What follows belongs to an exercise in optimizing a design on an open flow for small area and a short achievable clock period; a production flow would make more cautious choices.
At most, simulation tests tie the RTL to the original design; equivalence was not proved.
No functional check of the RTL was part of runs 1, 2 and 6.
Power and IR drop assume default switching activity.

[design/flow/design.v]
package pixel_alu_pkg;
	localparam logic [2:0] chan_red   = 3'b100;
	localparam logic [2:0] chan_green = 3'b010;
	localparam logic [2:0] chan_blue  = 3'b001;
	localparam logic [1:0] op_add  = 2'd0;
	localparam logic [1:0] op_sub  = 2'd1;
	localparam logic [1:0] op_mul  = 2'd2;
	localparam logic [1:0] op_hold = 2'd3;
	function automatic logic [8:0] mul_limit(input logic [7:0] s);
		logic [8:0] k;
		case (s)
			8'd0: k = 9'd256;
			8'd1: k = 9'd256;
			8'd2: k = 9'd128;
			8'd3: k = 9'd86;
			8'd4: k = 9'd64;
			8'd5: k = 9'd52;
			8'd6: k = 9'd43;
			8'd7: k = 9'd37;
			8'd8: k = 9'd32;
			8'd9: k = 9'd29;
			8'd10: k = 9'd26;
			8'd11: k = 9'd24;
			8'd12: k = 9'd22;
			8'd13: k = 9'd20;
			8'd14: k = 9'd19;
			8'd15: k = 9'd18;
			8'd16: k = 9'd16;
			8'd17: k = 9'd16;
			8'd18: k = 9'd15;
			8'd19: k = 9'd14;
			8'd20: k = 9'd13;
			8'd21: k = 9'd13;
			8'd22: k = 9'd12;
			8'd23: k = 9'd12;
			8'd24: k = 9'd11;
			8'd25: k = 9'd11;
			8'd26: k = 9'd10;
			8'd27: k = 9'd10;
			8'd28: k = 9'd10;
			8'd29: k = 9'd9;
			8'd30: k = 9'd9;
			8'd31: k = 9'd9;
			8'd32: k = 9'd8;
			8'd33: k = 9'd8;
			8'd34: k = 9'd8;
			8'd35: k = 9'd8;
			8'd36: k = 9'd8;
			8'd37: k = 9'd7;
			8'd38: k = 9'd7;
			8'd39: k = 9'd7;
			8'd40: k = 9'd7;
			8'd41: k = 9'd7;
			8'd42: k = 9'd7;
			8'd43: k = 9'd6;
			8'd44: k = 9'd6;
			8'd45: k = 9'd6;
			8'd46: k = 9'd6;
			8'd47: k = 9'd6;
			8'd48: k = 9'd6;
			8'd49: k = 9'd6;
			8'd50: k = 9'd6;
			8'd51: k = 9'd6;
			8'd52: k = 9'd5;
			8'd53: k = 9'd5;
			8'd54: k = 9'd5;
			8'd55: k = 9'd5;
			8'd56: k = 9'd5;
			8'd57: k = 9'd5;
			8'd58: k = 9'd5;
			8'd59: k = 9'd5;
			8'd60: k = 9'd5;
			8'd61: k = 9'd5;
			8'd62: k = 9'd5;
			8'd63: k = 9'd5;
			8'd64: k = 9'd4;
			8'd65: k = 9'd4;
			8'd66: k = 9'd4;
			8'd67: k = 9'd4;
			8'd68: k = 9'd4;
			8'd69: k = 9'd4;
			8'd70: k = 9'd4;
			8'd71: k = 9'd4;
			8'd72: k = 9'd4;
			8'd73: k = 9'd4;
			8'd74: k = 9'd4;
			8'd75: k = 9'd4;
			8'd76: k = 9'd4;
			8'd77: k = 9'd4;
			8'd78: k = 9'd4;
			8'd79: k = 9'd4;
			8'd80: k = 9'd4;
			8'd81: k = 9'd4;
			8'd82: k = 9'd4;
			8'd83: k = 9'd4;
			8'd84: k = 9'd4;
			8'd85: k = 9'd4;
			8'd86: k = 9'd3;
			8'd87: k = 9'd3;
			8'd88: k = 9'd3;
			8'd89: k = 9'd3;
			8'd90: k = 9'd3;
			8'd91: k = 9'd3;
			8'd92: k = 9'd3;
			8'd93: k = 9'd3;
			8'd94: k = 9'd3;
			8'd95: k = 9'd3;
			8'd96: k = 9'd3;
			8'd97: k = 9'd3;
			8'd98: k = 9'd3;
			8'd99: k = 9'd3;
			8'd100: k = 9'd3;
			8'd101: k = 9'd3;
			8'd102: k = 9'd3;
			8'd103: k = 9'd3;
			8'd104: k = 9'd3;
			8'd105: k = 9'd3;
			8'd106: k = 9'd3;
			8'd107: k = 9'd3;
			8'd108: k = 9'd3;
			8'd109: k = 9'd3;
			8'd110: k = 9'd3;
			8'd111: k = 9'd3;
			8'd112: k = 9'd3;
			8'd113: k = 9'd3;
			8'd114: k = 9'd3;
			8'd115: k = 9'd3;
			8'd116: k = 9'd3;
			8'd117: k = 9'd3;
			8'd118: k = 9'd3;
			8'd119: k = 9'd3;
			8'd120: k = 9'd3;
			8'd121: k = 9'd3;
			8'd122: k = 9'd3;
			8'd123: k = 9'd3;
			8'd124: k = 9'd3;
			8'd125: k = 9'd3;
			8'd126: k = 9'd3;
			8'd127: k = 9'd3;
			8'd128: k = 9'd2;
			8'd129: k = 9'd2;
			8'd130: k = 9'd2;
			8'd131: k = 9'd2;
			8'd132: k = 9'd2;
			8'd133: k = 9'd2;
			8'd134: k = 9'd2;
			8'd135: k = 9'd2;
			8'd136: k = 9'd2;
			8'd137: k = 9'd2;
			8'd138: k = 9'd2;
			8'd139: k = 9'd2;
			8'd140: k = 9'd2;
			8'd141: k = 9'd2;
			8'd142: k = 9'd2;
			8'd143: k = 9'd2;
			8'd144: k = 9'd2;
			8'd145: k = 9'd2;
			8'd146: k = 9'd2;
			8'd147: k = 9'd2;
			8'd148: k = 9'd2;
			8'd149: k = 9'd2;
			8'd150: k = 9'd2;
			8'd151: k = 9'd2;
			8'd152: k = 9'd2;
			8'd153: k = 9'd2;
			8'd154: k = 9'd2;
			8'd155: k = 9'd2;
			8'd156: k = 9'd2;
			8'd157: k = 9'd2;
			8'd158: k = 9'd2;
			8'd159: k = 9'd2;
			8'd160: k = 9'd2;
			8'd161: k = 9'd2;
			8'd162: k = 9'd2;
			8'd163: k = 9'd2;
			8'd164: k = 9'd2;
			8'd165: k = 9'd2;
			8'd166: k = 9'd2;
			8'd167: k = 9'd2;
			8'd168: k = 9'd2;
			8'd169: k = 9'd2;
			8'd170: k = 9'd2;
			8'd171: k = 9'd2;
			8'd172: k = 9'd2;
			8'd173: k = 9'd2;
			8'd174: k = 9'd2;
			8'd175: k = 9'd2;
			8'd176: k = 9'd2;
			8'd177: k = 9'd2;
			8'd178: k = 9'd2;
			8'd179: k = 9'd2;
			8'd180: k = 9'd2;
			8'd181: k = 9'd2;
			8'd182: k = 9'd2;
			8'd183: k = 9'd2;
			8'd184: k = 9'd2;
			8'd185: k = 9'd2;
			8'd186: k = 9'd2;
			8'd187: k = 9'd2;
			8'd188: k = 9'd2;
			8'd189: k = 9'd2;
			8'd190: k = 9'd2;
			8'd191: k = 9'd2;
			8'd192: k = 9'd2;
			8'd193: k = 9'd2;
			8'd194: k = 9'd2;
			8'd195: k = 9'd2;
			8'd196: k = 9'd2;
			8'd197: k = 9'd2;
			8'd198: k = 9'd2;
			8'd199: k = 9'd2;
			8'd200: k = 9'd2;
			8'd201: k = 9'd2;
			8'd202: k = 9'd2;
			8'd203: k = 9'd2;
			8'd204: k = 9'd2;
			8'd205: k = 9'd2;
			8'd206: k = 9'd2;
			8'd207: k = 9'd2;
			8'd208: k = 9'd2;
			8'd209: k = 9'd2;
			8'd210: k = 9'd2;
			8'd211: k = 9'd2;
			8'd212: k = 9'd2;
			8'd213: k = 9'd2;
			8'd214: k = 9'd2;
			8'd215: k = 9'd2;
			8'd216: k = 9'd2;
			8'd217: k = 9'd2;
			8'd218: k = 9'd2;
			8'd219: k = 9'd2;
			8'd220: k = 9'd2;
			8'd221: k = 9'd2;
			8'd222: k = 9'd2;
			8'd223: k = 9'd2;
			8'd224: k = 9'd2;
			8'd225: k = 9'd2;
			8'd226: k = 9'd2;
			8'd227: k = 9'd2;
			8'd228: k = 9'd2;
			8'd229: k = 9'd2;
			8'd230: k = 9'd2;
			8'd231: k = 9'd2;
			8'd232: k = 9'd2;
			8'd233: k = 9'd2;
			8'd234: k = 9'd2;
			8'd235: k = 9'd2;
			8'd236: k = 9'd2;
			8'd237: k = 9'd2;
			8'd238: k = 9'd2;
			8'd239: k = 9'd2;
			8'd240: k = 9'd2;
			8'd241: k = 9'd2;
			8'd242: k = 9'd2;
			8'd243: k = 9'd2;
			8'd244: k = 9'd2;
			8'd245: k = 9'd2;
			8'd246: k = 9'd2;
			8'd247: k = 9'd2;
			8'd248: k = 9'd2;
			8'd249: k = 9'd2;
			8'd250: k = 9'd2;
			8'd251: k = 9'd2;
			8'd252: k = 9'd2;
			8'd253: k = 9'd2;
			8'd254: k = 9'd2;
			8'd255: k = 9'd2;
			default: k = 9'd256;
		endcase
		mul_limit = k;
	endfunction
endpackage
module pixel_lane (
	input  logic [23:0] pixel,
	input  logic [7:0]  sum_row,
	input  logic [7:4]  carry_row,
	input  logic        carry_in,	 
	input  logic [2:0]  keep,	 
	input  logic [2:0]  put,	 
	output logic [23:0] lane_pixel
);
	logic [7:0] v;
	assign v = {sum_row[7:4] + carry_row + {3'b000, carry_in}, sum_row[3:0]};
	assign lane_pixel[23:16] = ({8{keep[2]}} & pixel[23:16]) | ({8{put[2]}} & v);
	assign lane_pixel[15:8]  = ({8{keep[1]}} & pixel[15:8])  | ({8{put[1]}} & v);
	assign lane_pixel[7:0]   = ({8{keep[0]}} & pixel[7:0])   | ({8{put[0]}} & v);
endmodule
module vector_alu (
	input  logic         clk,
	input  logic         reset,
	input  logic [191:0] pixels,	 
	input  logic [7:0]   scalar,
	input  logic [2:0]   channel,
	input  logic [1:0]   op,
	output logic [191:0] result,
	output logic [7:0]   carry_out
);
	logic [7:0]   next_carry;
	logic [63:0]  next_sum;		 
	logic [31:0]  next_crow;	 
	logic [7:0]   next_c4;
	logic [191:0] pixels_q;
	logic [63:0]  sum_q;
	logic [31:0]  crow_q;
	logic [7:0]   c4_q;
	logic [2:0]   keep_q;
	logic [2:0]   put_q;
	logic [2:0] sel;
	logic [2:0] keep;
	logic [2:0] put;
	logic [7:0] mul_m;	 
	logic [7:0] mul_m3;	 
	logic       mul;	 
	logic [7:0] s_neg;
	logic [7:0] s_x3;
	logic [7:0] base0, base1, base2, base3;
	logic [8:0] limit;
	logic       carry_inv;
	logic       active;
	assign sel[2] = (channel == pixel_alu_pkg::chan_red);
	assign sel[1] = (channel == pixel_alu_pkg::chan_green);
	assign sel[0] = (channel == pixel_alu_pkg::chan_blue);
	assign put  = reset ? 3'b000 : sel;
	assign keep = reset ? 3'b000 : ~sel;
	assign active = (sel != 3'b000) && (op != pixel_alu_pkg::op_hold) && !reset;
	always_comb begin
		limit     = 9'd256;
		carry_inv = 1'b0;
		case (op)
			pixel_alu_pkg::op_add: begin
				limit = 9'd256 - {1'b0, scalar};
			end
			pixel_alu_pkg::op_sub: begin
				limit     = {1'b0, scalar};
				carry_inv = 1'b1;	 
			end
			pixel_alu_pkg::op_mul: begin
				limit = pixel_alu_pkg::mul_limit(scalar);
			end
			default: begin
			end
		endcase
		if (!active) begin
			limit     = 9'd256;
			carry_inv = 1'b0;
		end
	end
	assign s_neg = 8'd0 - scalar;
	assign s_x3  = scalar + {scalar[6:0], 1'b0};
	assign mul_m  = scalar;
	assign mul_m3 = s_x3;
	assign mul    = (op == pixel_alu_pkg::op_mul);
	always_comb begin
		case (op)
			pixel_alu_pkg::op_add: begin
				base0 = scalar;
				base1 = scalar + 8'd1;
				base2 = scalar + 8'd2;
				base3 = scalar + 8'd3;
			end
			pixel_alu_pkg::op_sub: begin
				base0 = s_neg;
				base1 = 8'd1 - scalar;
				base2 = 8'd2 - scalar;
				base3 = 8'd3 - scalar;
			end
			pixel_alu_pkg::op_mul: begin
				base0 = 8'd0;
				base1 = scalar;
				base2 = {scalar[6:0], 1'b0};
				base3 = s_x3;
			end
			default: begin
				base0 = 8'd0;
				base1 = 8'd1;
				base2 = 8'd2;
				base3 = 8'd3;
			end
		endcase
	end
	genvar i, j;
	generate
		for (i = 0; i < 8; i++) begin : g_lane
			logic [7:0] c;
			logic [7:0] m2;
			logic [3:0] d1, d2, d3;	 
			logic [7:0] pp0;
			logic [5:0] pp1;
			logic [3:0] pp2;
			logic [1:0] pp3;
			logic [8:0] ge;
			logic hs0;
			logic hc0;
			logic xs1;
			logic hs2;
			logic hc2;
			logic fs3;
			logic fc3;
			logic fs4;
			logic fc4;
			logic xs5;
			logic hs6;
			logic hc6;
			logic fs7;
			logic fc7;
			assign c = ({8{channel[2]}} & pixels[24*i+16 +: 8]) | ({8{channel[1]}} & pixels[24*i+8 +: 8])
			         | ({8{channel[0]}} & pixels[24*i +: 8]);
			assign m2 = {mul_m[6:0], 1'b0};
			for (j = 0; j < 4; j++) begin : g_digit
				assign d1[j] = ~c[2*j+1] &  c[2*j];
				assign d2[j] =  c[2*j+1] & ~c[2*j];
				assign d3[j] =  c[2*j+1] &  c[2*j];
			end
			assign pp0 = c[1] ? (c[0] ? base3 : base2) : (c[0] ? base1 : base0);
			assign pp1 = ({6{mul & d1[1]}} & mul_m[5:0]) | ({6{mul & d2[1]}} & m2[5:0]) | ({6{mul & d3[1]}} & mul_m3[5:0])
			           | {4'd0, ~mul & c[3], ~mul & c[2]};
			assign pp2 = ({4{mul & d1[2]}} & mul_m[3:0]) | ({4{mul & d2[2]}} & m2[3:0]) | ({4{mul & d3[2]}} & mul_m3[3:0])
			           | {2'd0, ~mul & c[5], ~mul & c[4]};
			assign pp3 = ({2{mul & d1[3]}} & mul_m[1:0]) | ({2{mul & d2[3]}} & m2[1:0]) | ({2{mul & d3[3]}} & mul_m3[1:0])
			           | {~mul & c[7], ~mul & c[6]};
			assign hs0 = pp0[6] ^ pp1[4];
			assign hc0 = pp0[6] & pp1[4];
			assign xs1 = pp0[7] ^ pp1[5] ^ pp2[3];
			assign hs2 = pp0[4] ^ pp1[2];
			assign hc2 = pp0[4] & pp1[2];
			assign fs3 = pp0[5] ^ pp1[3] ^ pp2[1];
			assign fc3 = (pp0[5] & pp1[3]) | (pp0[5] & pp2[1]) | (pp1[3] & pp2[1]);
			assign fs4 = hs0 ^ pp2[2] ^ pp3[0];
			assign fc4 = (hs0 & pp2[2]) | (hs0 & pp3[0]) | (pp2[2] & pp3[0]);
			assign xs5 = xs1 ^ pp3[1] ^ hc0;
			assign hs6 = pp0[2] ^ pp1[0];
			assign hc6 = pp0[2] & pp1[0];
			assign fs7 = pp0[3] ^ pp1[1] ^ hc6;
			assign fc7 = (pp0[3] & pp1[1]) | (pp0[3] & hc6) | (pp1[1] & hc6);
			assign next_sum[8*i +: 8] = {xs5, fs4, fs3, hs2, fs7, hs6, pp0[1], pp0[0]};
			assign next_crow[4*i +: 4] = {fc4, fc3, hc2, pp2[0]};
			assign next_c4[i] = fc7;
			assign ge[0] = 1'b1;
			for (j = 0; j < 8; j++) begin : g_cmp
				assign ge[j+1] = (c[j] & ~limit[j]) | ((c[j] | ~limit[j]) & ge[j]);
			end
			assign next_carry[i] = (ge[8] & ~limit[8]) ^ carry_inv;
			pixel_lane u_lane (
				.pixel      (pixels_q[24*i +: 24]),
				.sum_row    (sum_q[8*i +: 8]),
				.carry_row  (crow_q[4*i +: 4]),
				.carry_in   (c4_q[i]),
				.keep       (keep_q),
				.put        (put_q),
				.lane_pixel (result[24*i +: 24])
			);
		end
	endgenerate
	always_ff @(posedge clk) begin
		pixels_q  <= pixels;
		sum_q     <= next_sum;
		crow_q    <= next_crow;
		c4_q      <= next_c4;
		keep_q    <= keep;
		put_q     <= put;
		carry_out <= next_carry;
	end
endmodule
[design/flow/flow/run.sh]
#!/bin/bash
# The standard layout, with three changes: the port buffers are the smallest buffer
# (sky130_fd_sc_hd__buf_1) instead of the flow's default pick; synthesis leaves the
# arithmetic to ABC instead of mapping it onto full- and half-adder cells; and clock tree
# synthesis builds larger sink clusters without dummy loads.
set -euo pipefail
export BUFFER_PORTS_ARGS="-buffer_cell sky130_fd_sc_hd__buf_1"
export ADDER_MAP_FILE=
export CTS_ARGS="-sink_clustering_enable -repair_clock_nets -dont_use_dummy_load -sink_clustering_size 30 -sink_clustering_max_diameter 80 -buf_list {sky130_fd_sc_hd__clkbuf_8 sky130_fd_sc_hd__clkbuf_16}"
bash standard.sh > standard.log 2>&1
[design/flow/standard.sh]
#!/bin/bash
# synth_recipe.tcl (not shown) runs the flow's synth.tcl, then flattens the netlist and writes it again
# the make line also repeats each setting of config.mk as NAME=value (left out here)
make -C /OpenROAD-flow-scripts/flow DESIGN_CONFIG=/design/flow/config.mk WORK_HOME=/design/flow/orfs CLKGATE_MAP_FILE= SYNTH_SCRIPT=/design/flow/synth_recipe.tcl "${@:-finish}"
[design/flow/config.mk]
export PLATFORM = sky130hd
export DESIGN_NAME = vector_alu
export DESIGN_NICKNAME = vector_alu
export VERILOG_FILES = /design/flow/design.v
export SDC_FILE = /design/flow/constraint.sdc
export NUM_CORES = 4
export LEC_CHECK = 0
export CAP_MARGIN = 20
export CORE_MARGIN = 2
export CORE_UTILIZATION = 40
export SETUP_SLACK_MARGIN = 3.4
export SLEW_MARGIN = 20
export SYNTH_HIERARCHICAL = 1
[design/flow/constraint.sdc]
create_clock -name core_clock -period 7.0 [get_ports {clk}]
set_input_delay 1.4000 -clock core_clock [delete_from_list [all_inputs] [get_ports {clk}]]
set_output_delay 1.4000 -clock core_clock [all_outputs]
set_load 0.01 [all_outputs]
==> run summary, run 1 <==
Vias/cell=6.29; FILL cells=4,475; Buffers on Ports=406; Clock Tree Root=clkbuf_16; row count=78; WP buf/inv=2; final WL=82,000 um; antenna viol nets, final=0; HP Start=pixels[9]; First DRT Iteration DRCs=2,370; EDFF count, synth=0; synth-to-layout area growth=21.4%; final worst path period share=52.3%; Top Family by Delay on Critical Path=compound AO/OA/AOI/OAI gates; crit path capture type=register; Post-Place Cells=3,144; Synth Cell Area=18,600 um^2; Nets=2,840; Max Cap Viol=0; Slew HR=24.2%; core area=45,600 um^2; Synth Instances=2,306; fmax=0.273 GHz; critical path's slowest cell=or4_4; Hold WC Path Type=in2reg; # DRC=0; die width=219 um; WL/cell=25.4 um; critical path arrival=4050 ps; Syn. warnings=7; largest net degree at the start of global routing=65; Seq/Total Area, Yosys=33.4%; Worst-path clk slew=110 ps; TritonRoute pass-1 iters=8; clock buffer depth=3; initial antenna violation count=0; status=complete, no violations; gpl congestion=0.955; antenna cells=0; fin cells=3,231; Period minus WS final=3660 ps; Die Area=48,100 um^2; syn nets=2,513; Worst-Margin Slew=1140 ps; leading area contributor after synthesis=dfxtp_1; pwr/cell area=228 nW/um^2; mean post-synth cell area=8.05 um^2; H-tree depth=1; CP startpoint=scalar[1]; Die Y=219 um; Final Hold Vio Count=0; CP Class=in2reg; ys async rst share=0%; Tot GR Track Use=31.6%; Synth area leaders=dfxtp_1 (33%), a22o_1 (9.5%), xnor2_1 (5.8%); setup_tns=0 ps; synth unique cells=83; first-pass GRT wire length=116,000 um; CTS tree=built; IR drop worst, VDD=0.000141 V; most frequent cells in the layout=buf_1 (392), dfxtp_1 (304), nand2_1 (277); worst-path fanout max=18; critical path launch point type=primary input; top cell type's share of synthesized area=33.4%; most common cell after layout, fill and taps aside=buf_1; WHS Path Cells=1; Ports=407; RSZ-0062 raised after global routing=true; total number of vias=20,300; total grt overflow=0; final setup fails=0; CTS Sinks=310; end of the worst hold path=pixels_q[9]$_DFF_P_; fraction of layout cells with a size suffix above 1=12.3%; slowest stage delay, CP=600 ps; Worst EP required=7390 ps; post-synthesis register bit count=310; crit-path cells=buf_6 > clkbuf_16 > or4_4 > nand3_1 > o311ai_2 > o21a_4 > a2bb2o_1 > a21oi_1 > o211ai_2 > a31oi_1 > nor2_1 > o31ai_1; post-DP HPWL=52,800 um; vias in the first global route=18,900; CTS buffer count=21; Initial Utilization=40.7%; Leakage Power=8.41 nW; predominant post-synthesis flop cell=dfxtp_1; Slew Viols, Final=0
[synthesized netlist by cell type (4+ instances only)]
master / number
dfxtp_1: 310
nand2_1: 282
a22o_1: 202
nor2_1: 198
a21oi_1: 159
clkbuf_1: 143
o21ai_0: 125
xnor2_1: 122
xor2_1: 61
o22ai_1: 52
a22oi_1: 41
o211ai_1: 40
buf_1: 39
nand3_1: 37
maj3_2: 36
a31oi_1: 34
a222oi_1: 31
and2_1: 30
a211oi_1: 28
buf_2: 26
maj3_1: 25
o21ai_1: 23
o311a_1: 23
nor3_1: 19
a32oi_1: 16
and3_1: 15
buf_6: 14
o2111ai_1: 14
o21a_1: 13
nand2b_1: 11
or2_2: 11
or3_1: 10
o311ai_0: 9
nor2b_1: 8
buf_4: 7
o32a_1: 7
a21oi_2: 5
nor3b_1: 4
o211a_1: 4
o31ai_1: 4
[through the flow]
stage               power (W)  worst slack (ps)  area [um^2]  hold slack [ps]  util, %
finish                0.00514              3340        22500              945     49.4
global route          0.00539              3250        22500              926     49.4
CTS                   0.00503              3330        21600              930     47.4
detailed placement    0.00386              1900        20400             1520     44.8
global placement      0.00382              1900        20400             1520     44.7
floorplan             0.00330              3280        18600             1430        -
[layer usage]
layer  share of wire (%)  track usage (%)  routed length, um
met5                   0                0                  0
met4                 4.6             14.3               3740
met3                  10             5.74               8270
met2                  44             49.6              36300
met1                  41             42.0              33700
[sequential cells by signal, summed over array words and instances, names as in the netlist]
name	flops
put_q	3
c4_q	8
keep_q	3
crow_q	32
carry_out	8
sum_q	64
pixels_q	192
[modules after synthesis (local to each module, per instance)]
module	cells	times used
pixel_lane	43	8
vector_alu	1962	1
[worst max-delay path by stage]
stage	slack, ps	cells after the start	end
CTS	3330	13	carry_out[2]$_DFF_P_
detailed placement	1900	12	carry_out[2]$_DFF_P_
floorplan	3280	12	carry_out[1]$_DFF_P_
global route	3250	11	carry_out[2]$_DFF_P_
global placement	1900	12	carry_out[2]$_DFF_P_
finish	3340	12	carry_out[2]$_DFF_P_
[repair_timing]
action	in CTS	in global routing
hold buffers	0	0
gates cloned	6	12
setup buffers	17	30
resized for setup	106	88
pin swaps	9	25
endpoints found under the setup margin	98	95
[cells by family after synthesis]
family | Yosys count | share of synthesized area [%]
adder cells (fa/ha/maj) | 61 | 3.53
AND/OR/NAND/NOR | 647 | 15.3
XOR/XNOR | 184 | 8.76
flip-flops | 310 | 33.4
multiplexers | 4 | 0.223
AO/OA/AOI/OAI | 863 | 33.1
buffers and inverters | 237 | 5.68
[cell type report]
class | count | area [um^2] | area share [%]
Tap cell | 600 | 751 | 3.33
Timing Repair Buffer | 530 | 3110 | 13.8
Inverter | 8 | 46.3 | 0.206
Multi-Input combinational cell | 1761 | 11900 | 52.6
Clock buffer | 21 | 526 | 2.33
Timing Repair inverter | 1 | 5.00 | 0.0222
Sequential cell | 310 | 6230 | 27.7
[power breakdown]
part	internal [W]	switching, W	leakage, nW
logic	0.000743	0.00114	5.54
clock network	0.000532	0.000596	0.259
registers	0.00197	0.000171	2.61
==> run 2, diff against run 1 <==
==> design/flow/flow/run.sh (replaced) <==
#!/bin/bash
# The standard layout, with two changes: the port buffers are the smallest buffer
# (sky130_fd_sc_hd__buf_1) instead of the flow's default pick, and synthesis leaves the
# arithmetic to ABC instead of mapping it onto full- and half-adder cells.
set -euo pipefail
export BUFFER_PORTS_ARGS="-buffer_cell sky130_fd_sc_hd__buf_1"
export ADDER_MAP_FILE=
bash standard.sh > standard.log 2>&1
--- a/design/flow/config.mk
+++ b/design/flow/config.mk
@@ -9,4 +9,7 @@
 export CORE_MARGIN = 2
 export CORE_UTILIZATION = 40
+export CTS_BUF_LIST = sky130_fd_sc_hd__clkbuf_8 sky130_fd_sc_hd__clkbuf_16
+export CTS_CLUSTER_DIAMETER = 80
+export CTS_CLUSTER_SIZE = 30
 export SETUP_SLACK_MARGIN = 3.4
 export SLEW_MARGIN = 20
==> run 2 against run 1 <==
  * Clock power grew 25%
  * Highest routed layer unchanged
  * Largest power group unchanged
  * Critical path type is now reg2out
  * Still clean
  * Clock-buffer cell count did not move
  * First-iteration DRC count decreased by 8.6%
  * Die area unchanged
  * Fmax rose by 1.0%
==> run summary, run 2 <==
status=complete, no violations; # DRC=0 (unchanged); Clock Tree Root=clkbuf_16; leading area contributor after synthesis=dfxtp_1; syn nets=2,513 (unchanged); row count=78 (unchanged); pwr/cell area=239 nW/um^2 (+4.8%); HP Start=pixels[45]; final setup fails=0 (unchanged); First DRT Iteration DRCs=2,165 (-8.6%); biggest regs=pixels_q x192, sum_q x64, crow_q x32; Slew HR=19.9% (-4.4 points); XOR/XNOR Fraction of Synth Area=8.76% (unchanged); Initial Utilization=40.7% (unchanged); mean post-synth cell area=8.05 um^2 (unchanged); critical path arrival=2220 ps (-1830 ps); post-synthesis mux area share=0.223% (unchanged); TritonRoute pass-1 iters=8 (unchanged); worst-path fanout max=3 (-15); fin cells=3,243 (+0.37%); max reg flops=192 (unchanged); GR Layer Usage met1=41.9% (-0.11 points); grt peak-use layer=met2; CTS buffer count=21 (unchanged); Slew Viols, Final=0 (unchanged); antenna cells=0 (unchanged); largest net degree at the start of global routing=65 (unchanged); Final Hold Vio Count=0 (unchanged); Commonest cells post-synth=dfxtp_1 (310), nand2_1 (282), a22o_1 (202); Synth Instances=2,306 (unchanged); post-synthesis adder-cell area fraction=3.53% (unchanged); Gate power share=34.7% (-1.8 points); Synth Cell Area=18,600 um^2 (unchanged); total number of vias=20,400 (+0.49%); synth unique cells=83 (unchanged); GRT met3 Usage=5.88% (+0.14 points); switching share of power=38.5% (+1.5 points); gpl congestion=0.955 (unchanged); most frequent cell after synthesis=dfxtp_1; CP Class=reg2out; Nets=2,837 (-0.11%); Worst EP required=5600 ps (-1790 ps); crit path capture type=primary output; fraction of layout cells with a size suffix above 1=12.4% (+0.058 points); Buffers on Ports=406 (unchanged); Worst-Margin Slew=1200 ps (+66.8 ps); antenna viol nets, final=0 (unchanged); IR drop worst, VDD=0.000148 V (+5.0%); post-synthesis register bit count=310 (unchanged); die width=219 um (unchanged); initial antenna violation count=0 (unchanged); Leakage Power=8.49 nW (+1.0%); vias in the first global route=18,900 (+0.18%); post-DP HPWL=52,800 um (unchanged); Period minus WS final=3620 ps (-36.2 ps); H-tree depth=1 (unchanged); Max Cap Viol=0 (unchanged); end of the worst hold path=pixels_q[45]$_DFF_P_; area of the multi-input gates=11,800 um^2 (-0.27%); final worst path period share=51.8% (-0.52 points); Tot GR Track Use=31.6% (about the same); EDFF count, synth=0 (unchanged); Die Area=48,100 um^2 (unchanged); WL/cell=25.2 um (-0.51%); NetSw=0.00209 W (+10%); core area=45,600 um^2 (unchanged); Hold WC Path Type=in2reg; CTS tree=built; CTS Hold Bufs=0 (unchanged); critical path launch point type=register; WHS Path Cells=1 (unchanged); ys async rst share=0% (unchanged); Syn. warnings=7 (unchanged); Die Y=219 um (unchanged); setup_tns=0 ps (unchanged); Int Pwr=0.00334 W (+3.1%); Biggest register=pixels_q; total grt overflow=0 (unchanged); Simple-Gate Fraction of Synth Area=15.3% (unchanged); synth-to-layout area growth=22.3%; FF+latch area=6230 um^2 (unchanged); Seq pwr share=39.3% (-2.2 points); clock buffer depth=3 (unchanged); Vias/cell=6.30 (+0.12%); first-pass GRT wire length=116,000 um (+0.14%); top cell type's share of synthesized area=33.4% (unchanged); post-synthesis compound-gate area fraction=33.1% (unchanged); Core Util, Final=49.8% (+0.37 points); most frequent cells in the layout=buf_1 (392), dfxtp_1 (304), nand2_1 (278); RSZ-0062 raised after global routing=true; Synth area leaders=dfxtp_1 (33%), a22o_1 (9.5%), xnor2_1 (5.8%); clock share of power=26.0% (+4.1 points); predominant post-synthesis flop cell=dfxtp_1; Worst-path clk slew=110 ps (about the same); largest family of logic cells by synthesized area=compound AO/OA/AOI/OAI gates; final WL=81,900 um (-0.14%); fmax=0.276 GHz (+1.0%); Ports=407 (unchanged); CP startpoint=c4_q[2]$_DFF_P_; FILL cells=4,443 (-0.72%); CTS Sinks=310 (unchanged); met2 Track Usage GR=50.0% (+0.39 points); Post-Place Cells=3,144 (unchanged); most common cell after layout, fill and taps aside=buf_1; Seq/Total Area, Yosys=33.4% (unchanged)
==> run 2: changes by cell type in the layout (fill, tap and decap cells not counted), sizes merged <==
cell	delta
bufbuf	-1
clkinv	+5
inv	+10
buf	+2
clkbuf	-4
==> run 2: cell families (layout without fill, tap and decap cells) <==
| logic type | Yosys count | count (layout) |
|---|---|---|
| compound gates | 863 | 864 |
| simple gates | 647 | 648 |
| flops | 310 | 310 |
| buf+inv | 237 | 572 |
| xor+xnor | 184 | 184 |
| fa+ha+maj | 61 | 61 |
| mux | 4 | 4 |
==> run 2: worst max-delay path by stage <==
stage,slack [ps],endpoint,depth (start not counted)
after floorplan,3280,carry_out[1]$_DFF_P_,12
after global placement,1900,carry_out[2]$_DFF_P_,12
after global routing,3270,carry_out[2]$_DFF_P_,13
after CTS,3340,carry_out[2]$_DFF_P_,12
final,3380,result[62],5
after detailed placement,1900,carry_out[2]$_DFF_P_,12
==> run 2: per-layer routing <==
metal / vias up / routed length, um
li1: 9123 / -
met1: 9904 / 33400
met2: 1186 / 36200
met3: 203 / 8510
met4: 0 / 3750
met5: - / 0
==> run 2: through the flow <==
stage	setup WS, ps	instance area [um^2]	power [W]	hold slack (ps)
finish	3380	22700	0.00543	938
global placement	1900	20400	0.00382	1520
floorplan	3280	18600	0.00330	1430
global route	3270	22700	0.00568	923
CTS	3340	21800	0.00531	929
detailed placement	1900	20400	0.00386	1520
==> run 2: layout make-up <==
cell class	count	area share, %
Multi-Input combinational cell	1761	52.1
Timing Repair Buffer	527	13.5
Tap cell	600	3.31
Inverter	8	0.193
Clock inverter	15	1.14
Clock buffer	21	2.32
Sequential cell	310	27.5
Timing Repair inverter	1	0.0221
==> run 2: worst max-delay path, cell delays in order (launching register included) <==
cell	delay (ps)
dfxtp_1	350
maj3_2	350
maj3_2	340
xor2_2	250
a22o_1	170
buf_1	200
==> run 2: timing repair <==
item | CTS | global route
pin swaps | 8 | 18
setup endpoints to repair | 100 | 100
setup buffers | 18 | 26
cloned | 5 | 13
gates resized for setup | 95 | 86
==> run 2: per-module statistics from Yosys (local to each module, per instance) <==
module | area (um^2) | copies in the design | flip-flops and latches
vector_alu | 15800 | 1 | 310
pixel_lane | 349 | 8 | 0
==> run 2: power by group through the flow <==
stage	combinational (W)	clock, W	sequential (W)
6_report	0.00188	0.00141	0.00214
5_1_grt	0.00202	0.00150	0.00216
3_3_place_gp	0.00166	0	0.00217
4_1_cts	0.00175	0.00143	0.00213
3_5_place_dp	0.00168	0	0.00217
2_1_floorplan	0.00120	0	0.00210
==> run 3, diff against run 2 <==
--- a/design/flow/design.v
+++ b/design/flow/design.v
@@ -309,7 +309,6 @@
 	logic [2:0] keep;
 	logic [2:0] put;
-	logic [7:0] mul_m;	 
-	logic [7:0] mul_m3;	 
-	logic       mul;	 
+	logic [7:0] mul_m;
+	logic [7:0] mul_m3;
 	logic [7:0] s_neg;
 	logic [7:0] s_x3;
@@ -325,4 +324,6 @@
 	assign active = (sel != 3'b000) && (op != pixel_alu_pkg::op_hold) && !reset;
 	always_comb begin
+		mul_m     = 8'd1;
+		mul_m3    = 8'd3;
 		limit     = 9'd256;
 		carry_inv = 1'b0;
@@ -336,4 +337,6 @@
 			end
 			pixel_alu_pkg::op_mul: begin
+				mul_m  = scalar;
+				mul_m3 = s_x3;
 				limit = pixel_alu_pkg::mul_limit(scalar);
 			end
@@ -348,7 +351,4 @@
 	assign s_neg = 8'd0 - scalar;
 	assign s_x3  = scalar + {scalar[6:0], 1'b0};
-	assign mul_m  = scalar;
-	assign mul_m3 = s_x3;
-	assign mul    = (op == pixel_alu_pkg::op_mul);
 	always_comb begin
 		case (op)
@@ -413,10 +413,7 @@
 			end
 			assign pp0 = c[1] ? (c[0] ? base3 : base2) : (c[0] ? base1 : base0);
-			assign pp1 = ({6{mul & d1[1]}} & mul_m[5:0]) | ({6{mul & d2[1]}} & m2[5:0]) | ({6{mul & d3[1]}} & mul_m3[5:0])
-			           | {4'd0, ~mul & c[3], ~mul & c[2]};
-			assign pp2 = ({4{mul & d1[2]}} & mul_m[3:0]) | ({4{mul & d2[2]}} & m2[3:0]) | ({4{mul & d3[2]}} & mul_m3[3:0])
-			           | {2'd0, ~mul & c[5], ~mul & c[4]};
-			assign pp3 = ({2{mul & d1[3]}} & mul_m[1:0]) | ({2{mul & d2[3]}} & m2[1:0]) | ({2{mul & d3[3]}} & mul_m3[1:0])
-			           | {~mul & c[7], ~mul & c[6]};
+			assign pp1 = ({6{d1[1]}} & mul_m[5:0]) | ({6{d2[1]}} & m2[5:0]) | ({6{d3[1]}} & mul_m3[5:0]);
+			assign pp2 = ({4{d1[2]}} & mul_m[3:0]) | ({4{d2[2]}} & m2[3:0]) | ({4{d3[2]}} & mul_m3[3:0]);
+			assign pp3 = ({2{d1[3]}} & mul_m[1:0]) | ({2{d2[3]}} & m2[1:0]) | ({2{d3[3]}} & mul_m3[1:0]);
 			assign hs0 = pp0[6] ^ pp1[4];
 			assign hc0 = pp0[6] & pp1[4];
--- a/design/flow/config.mk
+++ b/design/flow/config.mk
@@ -6,5 +6,5 @@
 export NUM_CORES = 4
 export LEC_CHECK = 0
-export CAP_MARGIN = 20
+export CAP_MARGIN = 0
 export CORE_MARGIN = 2
 export CORE_UTILIZATION = 40
@@ -13,4 +13,4 @@
 export CTS_CLUSTER_SIZE = 30
 export SETUP_SLACK_MARGIN = 3.4
-export SLEW_MARGIN = 20
+export SLEW_MARGIN = 0
 export SYNTH_HIERARCHICAL = 1
==> run 3 against run 2 <==
  * Critical path depth unchanged
  * Clock-buffer cell count decreased by 2
  * Utilization decreased by 1.5 points
  * Worst setup slack improved by 1.5 ps
  * Cell area decreased by 0.50%
  * Synthesized cell count increased by 2.8%
  * Global-route usage decreased by 0.46 points
  * Cell count increased by 0.40%
  * Sequential share of layout area increased by 0.14 points
  * Critical path type unchanged
  * Critical endpoint is now result[135]
  * Largest cell class unchanged
  * Highest routed layer is now met5
==> run summary, run 3 <==
CTS tree=built; setup_tns=0 ps (unchanged); ys async rst share=0% (unchanged); Buffers on Ports=406 (unchanged); GRT met3 Usage=5.79% (-0.085 points); HP Start=pixels[120]; core area=46,800 um^2 (+2.6%); EDFF count, synth=0 (unchanged); Slew Viols, Final=0 (unchanged); final worst path period share=51.7% (about the same); IR drop worst, VDD=0.000143 V (-2.8%); biggest regs=pixels_q x192, sum_q x64, crow_q x32; fmax=0.276 GHz (about the same); Biggest register=pixels_q; Syn. warnings=7 (unchanged); vias in the first global route=19,200 (+1.8%); CTS buffer count=19 (-9.5%); XOR/XNOR Fraction of Synth Area=9.24% (+0.48 points); Period minus WS final=3620 ps (-1.52 ps); Final Hold Vio Count=0 (unchanged); Placed Area=20,800 um^2 (+1.9%); CTS Hold Bufs=0 (unchanged); fraction of layout cells with a size suffix above 1=10.7% (-1.7 points); Vias/cell=6.34 (+0.72%); GR Layer Usage met1=40.9% (-0.97 points); post-DP HPWL=53,700 um (+1.8%); final WL=82,100 um (+0.29%); total power draw=0.00555 W (+2.1%); Nets=2,842 (+0.18%); largest net degree at the start of global routing=78 (+20%); WL/cell=25.2 um (-0.11%); crit path capture type=primary output; most frequent cell after synthesis=dfxtp_1; Commonest cells post-synth=dfxtp_1 (310), nand2_1 (268), a22o_1 (200); First DRT Iteration DRCs=2,376 (+9.7%); first-pass GRT wire length=119,000 um (+2.4%); Simple-Gate Fraction of Synth Area=14.5% (-0.77 points); grt peak-use layer=met2; final setup fails=0 (unchanged); status=complete, no violations; largest family of logic cells by synthesized area=compound AO/OA/AOI/OAI gates; leading area contributor after synthesis=dfxtp_1; post-synthesis register bit count=310 (unchanged); Initial Utilization=40.7% (about the same); Tot GR Track Use=31.1% (-0.46 points); Worst EP required=5600 ps (about the same); CP startpoint=crow_q[22]$_DFF_P_; die width=222 um (+1.3%); synth-to-layout area growth=18.5%; post-synthesis compound-gate area fraction=34.4% (+1.3 points); top cell type's share of synthesized area=32.6% (-0.85 points); syn nets=2,578 (+2.6%); worst-path fanout max=3 (unchanged); most frequent cells in the layout=buf_1 (395), dfxtp_1 (304), nand2_1 (260); post-synthesis adder-cell area fraction=2.67% (-0.86 points); Leakage Power=8.06 nW (-5.1%); gpl congestion=0.940 (-1.5%); TritonRoute pass-1 iters=9 (+1); Slew HR=17.8% (-2.0 points); PnR worst setup slack=3380 ps (+1.52 ps); critical path arrival=2220 ps (about the same); Synth area leaders=dfxtp_1 (33%), a22o_1 (9.2%), xnor2_1 (6.7%); max reg flops=192 (unchanged); antenna viol nets, final=0 (unchanged); CP Class=reg2out; initial antenna violation count=3 (+3); most common cell after layout, fill and taps aside=buf_1; met2 Track Usage GR=49.6% (-0.45 points); Worst-Margin Slew=1230 ps (+30.3 ps); Die Area=49,400 um^2 (+2.6%); synth unique cells=93 (+12%); Worst-path clk slew=110 ps (about the same); Clock Tree Root=clkbuf_16; H-tree depth=1 (unchanged); Die Y=222 um (+1.3%); pwr/cell area=246 nW/um^2 (+2.6%); Synth Instances=2,371 (+2.8%); post-synthesis mux area share=0.637% (+0.41 points); design area=22,600 um^2 (-0.50%); critical path launch point type=register; Ports=407 (unchanged); Max Cap Viol=0 (unchanged); Seq/Total Area, Yosys=32.6% (-0.85 points); Synth Cell Area=19,000 um^2 (+2.6%); mean post-synth cell area=8.03 um^2 (-0.19%); row count=79 (+1.3%); total number of vias=20,600 (+1.1%); RSZ-0062 raised after global routing=true; CTS Sinks=310 (unchanged); clock buffer depth=3 (unchanged); # DRC=0 (unchanged); total grt overflow=0 (unchanged); pre-CTS setup slack=1580 ps (-320 ps); predominant post-synthesis flop cell=dfxtp_1; Hold WC Path Type=in2reg
## run 3: metal layers
metal	routed length, um	share of wire (%)	vias to the layer above
li1	-	-	9291
met1	33000	40	9848
met2	36900	45	1278
met3	8360	10	227
met4	3840	4.7	2
met5	13	0.016	-
## run 3: timing repair
action | in CTS | in global routing
endpoints found under the setup margin | 101 | 86
endpoints found under the hold margin | 0 | 0
setup buffers | 32 | 13
cloned | 1 | 0
pin swaps | 14 | 10
resized for setup | 71 | 54
## run 3: final timing paths
kind | cells past startpoint | endpoint | slack (ps)
setup / recovery | 5 | result[135] | 3380
hold / removal | 1 | pixels_q[120]$_DFF_P_ | 950
## run 3: modules after synthesis, one instance, submodules excluded
module / cell area, um^2 / copies in the design
vector_alu: 16200 / 1
pixel_lane: 349 / 8
## run 3: stage by stage
stage	hold WS, ps	cells	utilization [%]
after detailed placement	1520	3175	44.5
after CTS	926	3242	47.4
after global routing	928	3255	48.3
after floorplan	1430	2371	-
after global placement	1520	3175	44.5
final	951	3256	48.3
## run 3: cell type report
class | instances | area, um^2
diodes | 1 | 2.50
clock buffers | 19 | 475
clock inverters | 15 | 239
fillers | 4605 | 24200
inverters | 17 | 77.6
multi-input cells | 1786 | 12200
flip-flops and latches | 310 | 6230
well taps | 607 | 759
repair buffers | 501 | 2560
## run 3: logic make-up (layout without fill, tap and decap cells)
kind of cell | Yosys count | count (layout)
flip-flops | 310 | 310
AND/OR/NAND/NOR | 614 | 614
XOR/XNOR | 200 | 200
multiplexers | 12 | 12
AO/OA/AOI/OAI | 911 | 912
other | 0 | 1
buffers and inverters | 276 | 552
adder cells (fa/ha/maj) | 48 | 48
## run 3: worst max-delay path, cell delays in order (launching register included)
cell and delay [ps]:
dfxtp_1 380, xor2_1 420, a32oi_1 240, xnor2_2 280, a22o_1 170, buf_1 170
## run 3: power by group
group	internal [W]	switching [W]	total (W)
logic	0.000795	0.00123	0.00202
registers	0.00199	0.000194	0.00218
clock network	0.000596	0.000746	0.00134
total	0.00338	0.00217	0.00555
==> run 4, diff against run 3 <==
--- a/design/flow/config.mk
+++ b/design/flow/config.mk
@@ -6,5 +6,5 @@
 export NUM_CORES = 4
 export LEC_CHECK = 0
-export CAP_MARGIN = 0
+export CAP_MARGIN = 20
 export CORE_MARGIN = 2
 export CORE_UTILIZATION = 40
@@ -13,4 +13,4 @@
 export CTS_CLUSTER_SIZE = 30
 export SETUP_SLACK_MARGIN = 3.4
-export SLEW_MARGIN = 0
+export SLEW_MARGIN = 20
 export SYNTH_HIERARCHICAL = 1
==> run 4 against run 3 <==
  * Synthesized cell count is the same
  * Still clean
  * Die area is the same
  * Fmax grew 1.7%
  * Sequential share of layout area shrank 0.095 points
  * Largest cell class unchanged
==> run summary, run 4 <==
most frequent cell after synthesis=dfxtp_1; critical path launch point type=register; WL/cell=25.3 um (+0.40%); Die Y=222 um (unchanged); Clock Tree Root=clkbuf_16; synth unique cells=93 (unchanged); most common cell after layout, fill and taps aside=buf_1; post-DP HPWL=53,800 um (+0.16%); CTS Sinks=310 (unchanged); top cell type's share of synthesized area=32.6% (unchanged); Seq/Total Area, Yosys=32.6% (unchanged); Period minus WS final=3560 ps (-61.8 ps); Hold WC Path Type=in2reg; clock buffer depth=3 (unchanged); total power draw=0.00568 W (+2.4%); Slew Viols, Final=0 (unchanged); critical path arrival=2160 ps (-60 ps); antenna cells=0 (-1); Commonest cells post-synth=dfxtp_1 (310), nand2_1 (268), a22o_1 (200); Vias/cell=6.34 (about the same); PnR worst setup slack=3440 ps (+61.8 ps); H-tree depth=1 (unchanged); core area=46,800 um^2 (unchanged); fmax=0.281 GHz (+1.7%); Tot GR Track Use=31.4% (+0.24 points); post-synthesis adder-cell area fraction=2.67% (unchanged); vias in the first global route=19,300 (+0.37%); Worst-path clk slew=100 ps (about the same); IR drop worst, VDD=0.000160 V (+11%); Synth Instances=2,371 (unchanged); Biggest register=pixels_q; Ports=407 (unchanged); total number of vias=20,700 (+0.25%); predominant post-synthesis flop cell=dfxtp_1; worst-path fanout max=3 (unchanged); Simple-Gate Fraction of Synth Area=14.5% (unchanged); Worst EP required=5600 ps (about the same); Buffers on Ports=406 (unchanged); ys async rst share=0% (unchanged); # DRC=0 (unchanged); RSZ-0062 raised after global routing=true; CTS tree=built; XOR/XNOR Fraction of Synth Area=9.24% (unchanged); die width=222 um (unchanged); design area=22,700 um^2 (+0.39%); Slew HR=16.3% (-1.6 points); fraction of layout cells with a size suffix above 1=11.0% (+0.27 points); largest family of logic cells by synthesized area=compound AO/OA/AOI/OAI gates; pre-CTS setup slack=1560 ps (-25.0 ps); final setup fails=0 (unchanged); TritonRoute pass-1 iters=8 (-1); Synth Cell Area=19,000 um^2 (unchanged); Nets=2,847 (+0.18%); Leakage Power=8.13 nW (+0.84%); Core Util, Final=48.5% (+0.19 points); mean post-synth cell area=8.03 um^2 (unchanged); Die Area=49,400 um^2 (unchanged); Worst-Margin Slew=1260 ps (+23.6 ps); CTS Hold Bufs=0 (unchanged); EDFF count, synth=0 (unchanged); Initial Utilization=40.7% (unchanged); row count=79 (unchanged); Max Cap Viol=0 (unchanged); CP Class=reg2out; post-synthesis mux area share=0.637% (unchanged); largest net degree at the start of global routing=78 (unchanged); most frequent cells in the layout=buf_1 (393), dfxtp_1 (302), nand2_1 (261); leading area contributor after synthesis=dfxtp_1; CTS buffer count=22 (+3); post-synthesis compound-gate area fraction=34.4% (unchanged); FILL cells=4,627 (+0.48%); gpl congestion=0.940 (unchanged); total grt overflow=0 (unchanged); antenna viol nets, final=0 (unchanged); max reg flops=192 (unchanged); Final Hold Vio Count=0 (unchanged); biggest regs=pixels_q x192, sum_q x64, crow_q x32; First DRT Iteration DRCs=2,543 (+7.0%); post-synthesis register bit count=310 (unchanged); syn nets=2,578 (unchanged); status=complete, no violations; setup_tns=0 ps (unchanged); first-pass GRT wire length=120,000 um (+0.76%); final worst path period share=50.9% (-0.88 points); initial antenna violation count=2 (-1); final WL=82,600 um (+0.61%); Synth area leaders=dfxtp_1 (33%), a22o_1 (9.2%), xnor2_1 (6.7%); Syn. warnings=7 (unchanged); Placed Area=20,800 um^2 (+0.10%); pwr/cell area=251 nW/um^2 (+2.0%); crit path capture type=primary output; synth-to-layout area growth=19.0%
## run 4: timing repair
item                       in CTS  in global routing
setup buffers                  34                 13
gates cloned                    1                  0
setup endpoints to repair     109                 86
pin swaps                      16                 12
gates resized for setup        73                 56
## run 4: power breakdown
group | internal, W | total [W] | switching, W
Sequential | 0.00199 | 0.00218 | 0.000194
Combinational | 0.000797 | 0.00203 | 0.00123
Clock | 0.000656 | 0.00147 | 0.000817
## run 4: logic make-up after synthesis
logic type	after synthesis
fa+ha+maj	48
compound gates	911
buf+inv	276
flops	310
xor+xnor	200
simple gates	614
mux	12
## run 4: worst max-delay path, cell delays in order (launching register included)
cell and delay (ps):
dfxtp_2 340, maj3_2 340, maj3_2 360, xor2_4 170, a22o_1 230, clkbuf_2 130
## run 4: area by class of cell
class / count / area, um^2 / share of cell area, %
Clock inverter: 18 / 292 / 1.29
Inverter: 17 / 77.6 / 0.342
Tap cell: 607 / 759 / 3.35
Timing Repair Buffer: 503 / 2540 / 11.2
Clock buffer: 22 / 551 / 2.43
Multi-Input combinational cell: 1786 / 12200 / 53.9
Sequential cell: 310 / 6230 / 27.5
## run 4: worst paths after layout
check	startpoint	endpoint	slack, ps	cells past startpoint
worst max-delay path	c4_q[0]$_DFF_P_	result[6]	3440	5
worst min-delay path	pixels[169]	pixels_q[169]$_DFF_P_	930	1
## run 4: per-layer routing
layer,GRT usage (%),vias to the layer above,part of all wire [%]
met5,0,-,0
met4,15.1,0,4.7
met3,5.83,212,9.9
met2,49.7,1152,45
met1,41.1,10000,41
li1,-,9303,-
## run 4: stage by stage
stage          cells  hold slack, ps
6_report        3263             928
5_1_grt         3263             915
4_1_cts         3250             916
3_5_place_dp    3175            1520
3_3_place_gp    3175            1520
2_1_floorplan   2371            1430
## run 4: per-module statistics from Yosys (local to each module, per instance)
module	flip-flops and latches	cell area, um^2	cells	times used
pixel_lane	0	349	43	8
vector_alu	310	16200	2027	1
==> run 5, diff against run 4 <==
--- a/design/flow/config.mk
+++ b/design/flow/config.mk
@@ -12,5 +12,5 @@
 export CTS_CLUSTER_DIAMETER = 80
 export CTS_CLUSTER_SIZE = 30
-export SETUP_SLACK_MARGIN = 3.4
+export SETUP_SLACK_MARGIN = 3.3
 export SLEW_MARGIN = 20
 export SYNTH_HIERARCHICAL = 1
==> run 5 against run 4 <==
  * Still clean
  * Global-route usage decreased by 0.18 points
  * Cell area decreased by 1.7%
  * Worst setup slack got worse by 94 ps
  * Utilization decreased by 0.81 points
  * Wire length decreased by 2.0%
  * Clock-buffer cell count decreased by 1
  * Highest routed layer is now met5
==> run summary, run 5 <==
Die Area=49,400 um^2 (unchanged); most frequent cell after synthesis=dfxtp_1; Max Cap Viol=0 (unchanged); syn nets=2,578 (unchanged); post-synthesis adder-cell area fraction=2.67% (unchanged); die width=222 um (unchanged); Post-Place Cells=3,179 (+0.13%); post-synthesis register bit count=310 (unchanged); CTS tree=built; final WL=81,000 um (-2.0%); row count=79 (unchanged); status=complete, no violations; IR drop worst, VDD=0.000153 V (-4.5%); # DRC=0 (unchanged); Vias/cell=6.33 (-0.24%); total power draw=0.00553 W (-2.6%); max reg flops=192 (unchanged); critical path arrival=4060 ps (+1900 ps); XOR/XNOR Fraction of Synth Area=9.24% (unchanged); FILL cells=4,662 (+0.76%); Worst-Margin Slew=1220 ps (-38.8 ps); Biggest register=pixels_q; Synth Instances=2,371 (unchanged); Clock Tree Root=clkbuf_16; CTS Hold Bufs=0 (unchanged); top cell type's share of synthesized area=32.6% (unchanged); Top Family by Delay on Critical Path=compound AO/OA/AOI/OAI gates; Seq/Total Area, Yosys=32.6% (unchanged); mean post-synth cell area=8.03 um^2 (unchanged); largest family of logic cells by synthesized area=compound AO/OA/AOI/OAI gates; gpl congestion=0.986 (+4.9%); Buffers on Ports=406 (unchanged); Seq pwr share=39.5% (+1.1 points); Gate power share=35.3% (-0.4 points); core area=46,800 um^2 (unchanged); crit path capture type=register; clock share of power=25.2% (-0.7 points); leading area contributor after synthesis=dfxtp_1; Ports=407 (unchanged); total number of vias=20,600 (-0.55%); CP Class=in2reg; fin cells=3,253 (-0.31%); predominant post-synthesis flop cell=dfxtp_1; WL/cell=24.9 um (-1.7%); Slew HR=18.9% (+2.6 points); Syn. warnings=7 (unchanged); setup_tns=0 ps (unchanged); total grt overflow=0 (unchanged); Simple-Gate Fraction of Synth Area=14.5% (unchanged); clock buffer depth=3 (unchanged); Period minus WS final=3650 ps (+93.8 ps); RSZ-0062 raised after global routing=true; fmax=0.274 GHz (-2.6%); vias in the first global route=19,200 (-0.57%); first-pass GRT wire length=119,000 um (-0.36%); critical path's most frequent cell=a21oi_1; Final Hold Vio Count=0 (unchanged); CTS Sinks=310 (unchanged); FF+latch area=6230 um^2 (about the same); post-DP HPWL=53,900 um (+0.14%); First DRT Iteration DRCs=2,243 (-12%); post-synthesis mux area share=0.637% (unchanged); Tot GR Track Use=31.2% (-0.18 points); Leakage Power=8.00 nW (-1.6%); crit-path cells=clkbuf_4 > xor2_1 > o211ai_2 > a21oi_1 > a21oi_1 > buf_4 > o21ai_0 > a22oi_1 > a21oi_1 > o41ai_2 > xnor2_1; biggest regs=pixels_q x192, sum_q x64, crow_q x32; Worst-path clk slew=110 ps (about the same); Commonest cells post-synth=dfxtp_1 (310), nand2_1 (268), a22o_1 (200); Synth Cell Area=19,000 um^2 (unchanged); Hold WS=954 ps (+25.0 ps); most frequent cells in the layout=buf_1 (395), dfxtp_1 (304), nand2_1 (262); H-tree depth=1 (unchanged); pwr/cell area=248 nW/um^2 (-0.96%); CTS buffer count=21 (-4.5%); Slew Viols, Final=0 (unchanged); critical path's slowest cell=o211ai_2; slowest stage delay, CP=590 ps (+230 ps); EDFF count, synth=0 (unchanged); post-synthesis compound-gate area fraction=34.4% (unchanged); final setup fails=0 (unchanged); Hold WC Path Type=in2reg; Int Pwr=0.00337 W (-2.2%); Synth area leaders=dfxtp_1 (33%), a22o_1 (9.2%), xnor2_1 (6.7%); fraction of layout cells with a size suffix above 1=9.68% (-1.3 points); area of the multi-input gates=12,000 um^2 (-1.3%); NetSw=0.00217 W (-3.2%); antenna viol nets, final=0 (unchanged); critical path launch point type=primary input; switching share of power=39.2% (-0.25 points); synth-to-layout area growth=17.0%; TritonRoute pass-1 iters=6 (-2); most common cell after layout, fill and taps aside=buf_1; largest net degree at the start of global routing=65 (-17%); WP buf/inv=2 (+1); Worst EP required=7410 ps (+1810 ps); Nets=2,837 (-0.35%); initial antenna violation count=1 (-1); synth unique cells=93 (unchanged); Initial Utilization=40.7% (unchanged); Die Y=222 um (unchanged); worst-path fanout max=32 (+29); final worst path period share=52.2% (+1.3 points); ys async rst share=0% (unchanged)
==> run 5: cell counts after synthesis <==
Identical to the previous run, type by type.
==> run 5: area by class of cell <==
cell class,instances,share of cell area (%)
clock buffers,21,2.36
well taps,607,3.41
flip-flops and latches,310,27.9
repair buffers,495,10.7
multi-input cells,1785,54.1
inverters,17,0.326
clock inverters,16,1.12
diodes,2,0.0225
==> run 5: final timing paths <==
kind / start / endpoint / slack [ps] / cells after the start
setup / recovery: channel[0] / carry_out[0]$_DFF_P_ / 3350 / 11
hold / removal: pixels[72] / pixels_q[72]$_DFF_P_ / 950 / 1
==> run 5: metrics by stage <==
step / utilization (%) / instance area, um^2 / worst slack (ps)
4_1_cts: 46.9 / 21900 / 3280
2_1_floorplan: - / 19000 / 3340
3_3_place_gp: 44.5 / 20800 / 1860
6_report: 47.7 / 22300 / 3350
5_1_grt: 47.7 / 22300 / 3240
3_5_place_dp: 44.5 / 20800 / 1860
==> run 5: routing by layer <==
| metal | part of all wire, % | track usage, % | up-vias | routed length [um] |
|---|---|---|---|---|
| li1 | - | - | 9305 | - |
| met1 | 40 | 41.0 | 9883 | 32500 |
| met2 | 45 | 49.6 | 1185 | 36700 |
| met3 | 10 | 5.96 | 210 | 8330 |
| met4 | 4.3 | 13.8 | 2 | 3480 |
| met5 | 0.016 | 0 | - | 13 |
==> run 5: cells by family after synthesis <==
logic type                 count (synthesis)
AOI/OAI and AO/OA                        911
xor gates and xnor gates                 200
adders and majority gates                 48
buffers and inverters                    276
DFF                                      310
muxes                                     12
and+or+nand+nor                          614
==> run 5: timing repair <==
action | 4_1_cts | 5_1_grt
cloned | 0 | 0
endpoints found under the hold margin | 0 | 0
pin swaps | 10 | 8
setup endpoints to repair | 89 | 77
gates resized for setup | 44 | 53
buffers inserted | 21 | 13
==> run 5: modules after synthesis (local to each module, per instance) <==
| module | cells inside | area, um^2 | copies in the design |
|---|---|---|---|
| vector_alu | 2027 | 16200 | 1 |
| pixel_lane | 43 | 349 | 8 |
==> run 5: power by group through the flow <==
stage                     Combinational (W)  Sequential, W  Clock, W
final                               0.00195        0.00219   0.00140
after global routing                0.00209        0.00221   0.00150
after CTS                           0.00189        0.00218   0.00143
after detailed placement            0.00184        0.00222         0
after global placement              0.00181        0.00221         0
after floorplan                     0.00132        0.00214         0
==> run 6, diff against run 5 <==
--- a/design/flow/design.v
+++ b/design/flow/design.v
@@ -286,4 +286,79 @@
 	assign lane_pixel[7:0]   = ({8{keep[0]}} & pixel[7:0])   | ({8{put[0]}} & v);
 endmodule
+module alu_operands (
+	input  logic [7:0] scalar,
+	input  logic [1:0] op,
+	output logic [7:0] mul_m,
+	output logic [7:0] mul_m3,
+	output logic [7:0] base0,
+	output logic [7:0] base1,
+	output logic [7:0] base2,
+	output logic [7:0] base3
+);
+	logic [7:0] s_x3;
+	assign s_x3 = scalar + {scalar[6:0], 1'b0};
+	always_comb begin
+		mul_m  = 8'd1;
+		mul_m3 = 8'd3;
+		base0  = 8'd0;
+		base1  = 8'd1;
+		base2  = 8'd2;
+		base3  = 8'd3;
+		case (op)
+			pixel_alu_pkg::op_add: begin
+				base0 = scalar;
+				base1 = scalar + 8'd1;
+				base2 = scalar + 8'd2;
+				base3 = scalar + 8'd3;
+			end
+			pixel_alu_pkg::op_sub: begin
+				base0 = 8'd0 - scalar;
+				base1 = 8'd1 - scalar;
+				base2 = 8'd2 - scalar;
+				base3 = 8'd3 - scalar;
+			end
+			pixel_alu_pkg::op_mul: begin
+				mul_m  = scalar;
+				mul_m3 = s_x3;
+				base0  = 8'd0;
+				base1  = scalar;
+				base2  = {scalar[6:0], 1'b0};
+				base3  = s_x3;
+			end
+			default: begin
+			end
+		endcase
+	end
+endmodule
+module alu_limit (
+	input  logic [7:0] scalar,
+	input  logic [1:0] op,
+	input  logic       active,
+	output logic [8:0] limit,
+	output logic       carry_inv
+);
+	always_comb begin
+		limit     = 9'd256;
+		carry_inv = 1'b0;
+		case (op)
+			pixel_alu_pkg::op_add: begin
+				limit = 9'd256 - {1'b0, scalar};
+			end
+			pixel_alu_pkg::op_sub: begin
+				limit     = {1'b0, scalar};
+				carry_inv = 1'b1;	 
+			end
+			pixel_alu_pkg::op_mul: begin
+				limit = pixel_alu_pkg::mul_limit(scalar);
+			end
+			default: begin
+			end
+		endcase
+		if (!active) begin
+			limit     = 9'd256;
+			carry_inv = 1'b0;
+		end
+	end
+endmodule
 module vector_alu (
 	input  logic         clk,
@@ -311,6 +386,4 @@
 	logic [7:0] mul_m;
 	logic [7:0] mul_m3;
-	logic [7:0] s_neg;
-	logic [7:0] s_x3;
 	logic [7:0] base0, base1, base2, base3;
 	logic [8:0] limit;
@@ -323,60 +396,21 @@
 	assign keep = reset ? 3'b000 : ~sel;
 	assign active = (sel != 3'b000) && (op != pixel_alu_pkg::op_hold) && !reset;
-	always_comb begin
-		mul_m     = 8'd1;
-		mul_m3    = 8'd3;
-		limit     = 9'd256;
-		carry_inv = 1'b0;
-		case (op)
-			pixel_alu_pkg::op_add: begin
-				limit = 9'd256 - {1'b0, scalar};
-			end
-			pixel_alu_pkg::op_sub: begin
-				limit     = {1'b0, scalar};
-				carry_inv = 1'b1;	 
-			end
-			pixel_alu_pkg::op_mul: begin
-				mul_m  = scalar;
-				mul_m3 = s_x3;
-				limit = pixel_alu_pkg::mul_limit(scalar);
-			end
-			default: begin
-			end
-		endcase
-		if (!active) begin
-			limit     = 9'd256;
-			carry_inv = 1'b0;
-		end
-	end
-	assign s_neg = 8'd0 - scalar;
-	assign s_x3  = scalar + {scalar[6:0], 1'b0};
-	always_comb begin
-		case (op)
-			pixel_alu_pkg::op_add: begin
-				base0 = scalar;
-				base1 = scalar + 8'd1;
-				base2 = scalar + 8'd2;
-				base3 = scalar + 8'd3;
-			end
-			pixel_alu_pkg::op_sub: begin
-				base0 = s_neg;
-				base1 = 8'd1 - scalar;
-				base2 = 8'd2 - scalar;
-				base3 = 8'd3 - scalar;
-			end
-			pixel_alu_pkg::op_mul: begin
-				base0 = 8'd0;
-				base1 = scalar;
-				base2 = {scalar[6:0], 1'b0};
-				base3 = s_x3;
-			end
-			default: begin
-				base0 = 8'd0;
-				base1 = 8'd1;
-				base2 = 8'd2;
-				base3 = 8'd3;
-			end
-		endcase
-	end
+	alu_operands u_operands (
+		.scalar (scalar),
+		.op     (op),
+		.mul_m  (mul_m),
+		.mul_m3 (mul_m3),
+		.base0  (base0),
+		.base1  (base1),
+		.base2  (base2),
+		.base3  (base3)
+	);
+	alu_limit u_limit (
+		.scalar    (scalar),
+		.op        (op),
+		.active    (active),
+		.limit     (limit),
+		.carry_inv (carry_inv)
+	);
 	genvar i, j;
 	generate
--- a/design/flow/config.mk
+++ b/design/flow/config.mk
@@ -12,5 +12,5 @@
 export CTS_CLUSTER_DIAMETER = 80
 export CTS_CLUSTER_SIZE = 30
-export SETUP_SLACK_MARGIN = 3.3
+export SETUP_SLACK_MARGIN = 3.4
 export SLEW_MARGIN = 20
 export SYNTH_HIERARCHICAL = 1
==> run 6 against run 5 <==
  * Global-route usage is 3.6 points lower
  * Wire length is 9.5% lower
  * Still clean on timing, DRC and antenna
  * Die area is 1.8% lower
  * Critical path depth is 2 lower
  * Flip-flop and latch count stayed put
  * Area after synthesis is 1.8% lower
  * Non-clock buffer count is 82 higher
  * Worst hold slack better by 9.7 ps
  * Clock power is 6% lower
  * First-iteration DRC count is 7.2% lower
  * Critical endpoint is now sum_q[52]$_DFF_P_
==> run summary, run 6 <==
status=complete, no violations; synth-to-layout area growth=23.8%; Hold WC Path Type=in2reg; H-tree depth=1 (unchanged); die width=220 um (-0.90%); fmax=0.275 GHz (+0.50%); Synth Cell Area=18,700 um^2 (-1.8%); crit path capture type=register; WL/cell=23.6 um (-5.3%); mean post-synth cell area=8.79 um^2 (+9.5%); Slew Viols, Final=0 (unchanged); Die Y=220 um (-0.90%); Gate power share=36.4% (+1.1 points); clock buffer depth=3 (unchanged); final setup fails=0 (unchanged); largest net degree at the start of global routing=65 (unchanged); total number of vias=18,900 (-8.0%); Tot GR Track Use=27.5% (-3.6 points); Initial Utilization=40.3% (-0.40 points); Buffers on Ports=406 (unchanged); core area=46,400 um^2 (-0.85%); fraction of layout cells with a size suffix above 1=14.8% (+5.1 points); # DRC=0 (unchanged); biggest regs=pixels_q x192, sum_q x64, crow_q x32; first-pass GRT wire length=103,000 um (-14%); Die Area=48,500 um^2 (-1.8%); Worst EP required=7440 ps (+30 ps); Synth Instances=2,126 (-10%); end of the worst hold path=pixels_q[152]$_DFF_P_; First DRT Iteration DRCs=2,081 (-7.2%); Clock Tree Root=clkbuf_16; CTS Sinks=310 (unchanged); Max Cap Viol=0 (unchanged); critical path arrival=4080 ps (+20 ps); Worst-path clk slew=110 ps (about the same); PnR worst setup slack=3360 ps (+18.3 ps); Core Util, Final=49.9% (+2.2 points); NetSw=0.00202 W (-6.7%); CTS buffer count=19 (-9.5%); worst-path fanout max=20 (-38%); pre-CTS setup slack=1750 ps (-112 ps); Slew HR=18.5% (-0.40 points); Seq pwr share=39.4% (about the same); row count=79 (unchanged); pwr/cell area=235 nW/um^2 (-5.6%); IR drop worst, VDD=0.000200 V (+31%); antenna cells=0 (-2); Biggest register=pixels_q; gpl congestion=0.929 (-5.8%); most common cell after layout, fill and taps aside=buf_1; switching share of power=37.2% (-1.9 points); Ports=407 (unchanged); Syn. warnings=9 (+2); initial antenna violation count=0 (-1); area of the multi-input gates=12,200 um^2 (+0.85%); antenna viol nets, final=0 (unchanged); post-DP HPWL=47,900 um (-11%); Vias/cell=6.10 (-3.7%); WHS Path Cells=1 (unchanged); CP Class=in2reg; Int Pwr=0.00341 W (+1.1%); Nets=2,696 (-5.0%); RSZ-0062 raised after global routing=true; final worst path period share=51.9% (-0.26 points); most frequent cells in the layout=buf_1 (391), dfxtp_1 (300), a22o_1 (202); setup_tns=0 ps (unchanged); critical path launch point type=primary input; final WL=73,300 um (-9.5%); HP Start=pixels[152]; Period minus WS final=3640 ps (-18.3 ps); TritonRoute pass-1 iters=7 (+1); syn nets=2,333 (-9.5%); CTS tree=built; Final Hold Vio Count=0 (unchanged); clock share of power=24.2% (-1.0 points); vias in the first global route=17,100 (-11%); CTS Hold Bufs=0 (unchanged); Worst-Margin Slew=1220 ps (+1.56 ps); FF+latch area=6220 um^2 (-0.16%); total grt overflow=0 (unchanged); FILL cells=4,447 (-4.6%); max reg flops=192 (unchanged); Leakage Power=8.77 nW (+9.6%)
run 6: layout make-up:
type | count | area share (%)
Sequential cell | 310 | 26.9
Clock inverter | 13 | 0.973
Timing Repair Buffer | 577 | 13.9
Clock buffer | 20 | 2.11
Inverter | 17 | 0.362
Tap cell | 607 | 3.28
Multi-Input combinational cell | 1564 | 52.5
run 6: critical path, stage by stage:
cell and delay [ps]:
buf_4 220, buf_8 220, clkinv_1 320, xnor2_1 240, nor2_1 920, mux2i_1 210
mux2i_1 290, and2_1 180, nor2_1 50
run 6: power groups by stage:
stage                     clock network (W)  registers (W)  logic (W)
final                               0.00131        0.00214    0.00198
after global routing                0.00140        0.00216    0.00211
after CTS                           0.00135        0.00214    0.00185
after detailed placement                  0        0.00218    0.00179
after global placement                    0        0.00217    0.00175
after floorplan                           0        0.00214    0.00126
run 6: repair_timing:
item | in CTS | in global routing
setup endpoints to repair | 110 | 90
pin swaps | 15 | 24
cloned | 3 | 6
setup buffers | 20 | 47
gates resized for setup | 91 | 104
run 6: routing by layer:
layer  wire length (um)  part of all wire, %  vias up  track usage, %
li1                   -                    -     8666               -
met1              30300                   41     9139            36.8
met2              33900                   46     1000            45.6
met3               6770                  9.2      142            3.82
met4               2310                  3.2        0            9.35
met5                  0                    0        -           0.202
run 6: worst max path at each step:
stage | startpoint | to | slack (ps)
after global routing | channel[2] | carry_out[2]$_DFF_P_ | 3280
after CTS | crow_q[6]$_DFF_P_ | result[31] | 3370
final | scalar[4] | sum_q[52]$_DFF_P_ | 3360
after floorplan | channel[2] | carry_out[0]$_DFF_P_ | 2800
after global placement | scalar[1] | carry_out[7]$_DFF_P_ | 1860
after detailed placement | scalar[1] | carry_out[7]$_DFF_P_ | 1750
run 6: per-stage QoR:
step                cells  cell area (um^2)  total power [W]  hold WS, ps
floorplan            2126             18900          0.00340         1430
global placement     2993             20800          0.00392         1520
detailed placement   2995             20900          0.00397         1520
CTS                  3051             22100          0.00533          947
global route         3108             23100          0.00568          948
finish               3108             23100          0.00543          963

static timing again, ports no longer ideal:
The flow's constraints put no driver on any port. The routed layouts listed below were extracted and timed again, unchanged, in two steps. Step 1 sets driving cells, clkbuf_16 on the clock port and buf_2 on the other inputs (assumed; they add their load-dependent delay and slew). Step 2, shift: input delay + t, output delay - t, t = (earliest + latest rising clock arrival at the registers) / 2. This alone moves slack from input paths to output paths. Three values: ideal, step 1, step 2; two values: the first two.
run	t (ns)	setup WS [ns]
run 1	0.591	3.340 / 3.277 / 2.686
run 2	0.609	3.377 / 3.322 / 2.740
run 3	0.600	3.378 / 3.323 / 2.820
run 4	0.612	3.440 / 3.384 / 2.872
run 5	0.607	3.346 / 3.310 / 2.773
run 6	0.585	3.364 / 3.314 / 2.729
After both steps every run listed still meets setup and hold.
